This design comes from an exercise in tuning for small area on the open sky130 flow, not from production work. In this exercise RTL edits were held to simulation tests only and were not proved equivalent to the original. Power figures rest on the tool's default switching activity, not on a simulated workload. No driver is modelled on the clock port, so clocking that relies on it looks cheaper here than on a real chip.

==> run a <==
## double_ended_queue_top
module double_ended_queue_top (
   input  logic        clock,
   input  logic        reset,
   input  logic        req_tvalid,
   output logic        req_tready,
   input  logic [31:0] req_tdata,
   input  logic [2:0]  req_tuser,
   output logic        rsp_tvalid,
   input  logic        rsp_tready,
   output logic [31:0] rsp_tdata,
   output logic [1:0]  rsp_tuser,
   output logic        rsp_tlast
);
   logic [31:0] mem [16];
   logic [3:0] head_ff, tailp1_ff;
   logic       full_ff, dump_ff;
   logic       rsp_valid_ff, rsp_isdata_ff, rsp_last_ff;
   logic [1:0] rsp_stat_ff;
   logic [3:0] rsp_idx_ff;
   logic [3:0] head_n, tailp1_n;
   logic       full_n, dump_n;
   logic       rsp_valid_n, rsp_isdata_n, rsp_last_n;
   logic [1:0] rsp_stat_n;
   logic [3:0] rsp_idx_n;
   logic [3:0] we_lo, we_hi, rs_lo, rs_hi;
   deq_ctl u_ctl (
      .reset      (reset),
      .req_tvalid (req_tvalid),
      .req_tuser  (req_tuser),
      .rsp_tready (rsp_tready),
      .head       (head_ff),
      .tailp1     (tailp1_ff),
      .full       (full_ff),
      .dump       (dump_ff),
      .rvalid     (rsp_valid_ff),
      .risdata    (rsp_isdata_ff),
      .rlast      (rsp_last_ff),
      .rstat      (rsp_stat_ff),
      .ridx       (rsp_idx_ff),
      .req_tready (req_tready),
      .we_lo      (we_lo),
      .we_hi      (we_hi),
      .rs_lo      (rs_lo),
      .rs_hi      (rs_hi),
      .head_n     (head_n),
      .tailp1_n   (tailp1_n),
      .full_n     (full_n),
      .dump_n     (dump_n),
      .rvalid_n   (rsp_valid_n),
      .risdata_n  (rsp_isdata_n),
      .rlast_n    (rsp_last_n),
      .rstat_n    (rsp_stat_n),
      .ridx_n     (rsp_idx_n)
   );
  ...
clock: 5.0 ns
lec_check: 0
cap_margin: 20
core_margin: 2
core_utilization: 60
slew_margin: 20
synth_hierarchical: 1
standard.sh (not shown) runs the stock make flow with config.mk's settings and CLKGATE_MAP_FILE= SYNTH_SCRIPT=/design/flow/synth_recipe.tcl, a recipe that flattens the netlist after the stock synthesis.
==> flow/flow/run.sh <==
#!/bin/bash
# Standard ORFS layout (the standard.sh), with three changes:
#  - port buffers are buf_1 cells instead of the tool's default pick;
#  - CTS clusters more sinks per leaf buffer and adds no dummy loads;
#  - before global placement, flow/downsize.tcl sets small combinational
#    cells to drive strength 1 and the row-enable/select AND gates to and2_4.
# make's full output goes to standard.log; ORFS keeps each step's log under orfs/logs.
set -euo pipefail
bash standard.sh \
  "BUFFER_PORTS_ARGS=-buffer_cell sky130_fd_sc_hd__buf_1" \
  "CTS_ARGS=-sink_clustering_enable -repair_clock_nets -dont_use_dummy_load -buf_list sky130_fd_sc_hd__clkbuf_16 -sink_clustering_size 32 -sink_clustering_max_diameter 150" \
  "PRE_GLOBAL_PLACE_TCL=$(pwd)/flow/downsize.tcl" \
  finish > standard.log 2>&1
==> flow/flow/downsize.tcl <==
# Before global placement: set small combinational cells to drive strength 1
# (synthesis picks larger drives for some small gates), and give the AND
# gates that drive a whole row of the buffer (row enables and read selects)
# drive strength 4. Placement's repair and the later timing repair still
# size cells wherever load or timing needs it.
set db [ord::get_db]
set n_small 0
set n_big 0
foreach inst [[ord::get_db_block] getInsts] {
  set master [$inst getMaster]
  set name [$master getName]
  if {![regexp {^(sky130_fd_sc_hd__([a-z0-9]+))_([0-9]+)$} $name -> base kind size]} { continue }
  if {[string match "*df*" $kind] || [string match "*dl*" $kind] || [string match "tap*" $kind]} { continue }
  set fanout 0
  foreach it [$inst getITerms] {
    if {[$it isOutputSignal]} {
      set net [$it getNet]
      if {$net ne "NULL"} { set fanout [expr {max($fanout, [llength [$net getITerms]] - 1)}] }
    }
  }
  if {$fanout >= 12} {
    if {$kind eq "and2" && $size ne "4"} {
      $inst swapMaster [$db findMaster "${base}_4"]
      incr n_big
    }
    continue
  }
  if {$size eq "1"} { continue }
  set small [$db findMaster "${base}_1"]
  if {$small eq "NULL"} { continue }
  $inst swapMaster $small
  incr n_small
}
puts "downsize.tcl: $n_small cells set to drive strength 1, $n_big row drivers to and2_4"
==> run b (differences from run a) <==
--- a/flow/flow/run.sh
+++ b/flow/flow/run.sh
@@ -5,3 +5,3 @@
 #  - before global placement, flow/downsize.tcl sets small combinational
-#    cells to drive strength 1 and the row-enable/select AND gates to and2_4.
+#    cells to drive strength 1 and the row-enable/select AND gates to and2_2.
 # make's full output goes to standard.log; ORFS keeps each step's log under orfs/logs.
--- a/flow/flow/downsize.tcl
+++ b/flow/flow/downsize.tcl
@@ -3,3 +3,3 @@
 # gates that drive a whole row of the buffer (row enables and read selects)
-# drive strength 4. Placement's repair and the later timing repair still
+# drive strength 2. Placement's repair and the later timing repair still
 # size cells wherever load or timing needs it.
@@ -21,4 +21,4 @@
   if {$fanout >= 12} {
-    if {$kind eq "and2" && $size ne "4"} {
-      $inst swapMaster [$db findMaster "${base}_4"]
+    if {$kind eq "and2" && $size ne "2"} {
+      $inst swapMaster [$db findMaster "${base}_2"]
       incr n_big
@@ -33,2 +33,2 @@
 }
-puts "downsize.tcl: $n_small cells set to drive strength 1, $n_big row drivers to and2_4"
+puts "downsize.tcl: $n_small cells set to drive strength 1, $n_big row drivers to and2_2"
==> notes <==
Run a completed with no timing, DRC or antenna violations. Run b finished with timing, DRC and antenna clean.
In run b the routed wire length is higher than in run a, by about 15%.
In sequential power, run a and run b hardly differ.
In synthesized cell count, run a and run b do not differ.
Non-clock buffer count: run a is lower than run b (21).
Critical path depth is the same in run a and run b.
Of run b and run a, run b has the higher via count (gap about 4%, measured against run a).
Of run a and run b, run b has the higher final area (gap about 1%, measured against run b).
In count of clock-buffer cells in the layout, run a and run b do not differ.
Clock power is about the same in run b and run a.
Clock skew: run b is lower than run a (0.017 ns).
==> figures <==
Combinational share of power: run a 7.8%; run b 8.7%
Number of antenna repair diodes: run a 0; run b 1
Clock period minus worst slack: run a 3.83 ns; run b 4.29 ns
Part of the power in registers: run a 66.4%; run b 65.9%
Hold Path End: run a rsp_stat_ff[0]$_DFF_P_; run b rsp_stat_ff[1]$_DFF_P_
Placed cell areas: run a 19,800 µm²; run b 20,000 µm²
Wire length of the first global-routing pass: run a 60.9 mm; run b 66.9 mm
Share of post-route cells with drive strength above 1: run a 4.81%; run b 6.62%
DP Worst Slack: run a 0.813 ns; run b 0.815 ns
End-of-flow core utilization: run a 64.6%; run b 65.2%
Largest clock skew in the final design: run a 0.0463 ns; run b 0.0297 ns
Worst VDD drop: run a 0.000305 V; run b 0.000314 V
Post-route setup slack: run a 1.17 ns; run b 0.706 ns
Result of the run: run a complete, no violations; run b complete, no violations
Average via count per standard cell: run a 6.76; run b 6.93
Number of global-route vias before repair: run a 9,795; run b 9,800
Max Clk Rate: run a 261 MHz; run b 233 MHz
First-pass iteration count of the detailed router: run a 9; run b 13
Final hold slack: run a 0.473 ns; run b 0.484 ns
ClkCell Share: run a 2.47%; run b 2.44%
Met1 Wirelength: run a 17.5 mm; run b 20.0 mm
Power spent charging and discharging nets: run a 1610 µW; run b 1670 µW

[static timing again, ports no longer ideal]
No port has a modelled driver above. Below, the same layouts with a new extraction and two added sets of constraints. Step 1 (the two cells are an assumption about what drives the block):
set clk [get_ports {clock}]
set_driving_cell -lib_cell sky130_fd_sc_hd__clkbuf_16 $clk
set_driving_cell -lib_cell sky130_fd_sc_hd__buf_2 [delete_from_list [all_inputs] $clk]
Step 2, shift: input delay + t, output delay - t, t = (earliest + latest rising clock arrival at the registers) / 2. This alone moves slack from input paths to output paths. Slacks: ideal / step 1 / step 2; pairs: ideal / step 1.
run	t (ns)	setup slack, ns	worst hold slack (ns)	slew at the worst register clock pin (ns)	worst data-port slew with drivers (ns)
run a	0.587	1.174 / 1.119 / 0.783	0.473 / 0.473 / 0.473	0.12 / 0.12	0.04
run b	0.587	0.706 / 0.653 / 0.785	0.484 / 0.484 / 0.484	0.12 / 0.12	0.04
After both steps every run listed still meets setup and hold. The setup slack of run a, which loses most, moves by -0.055 ns with the drivers and by -0.391 ns with both steps.
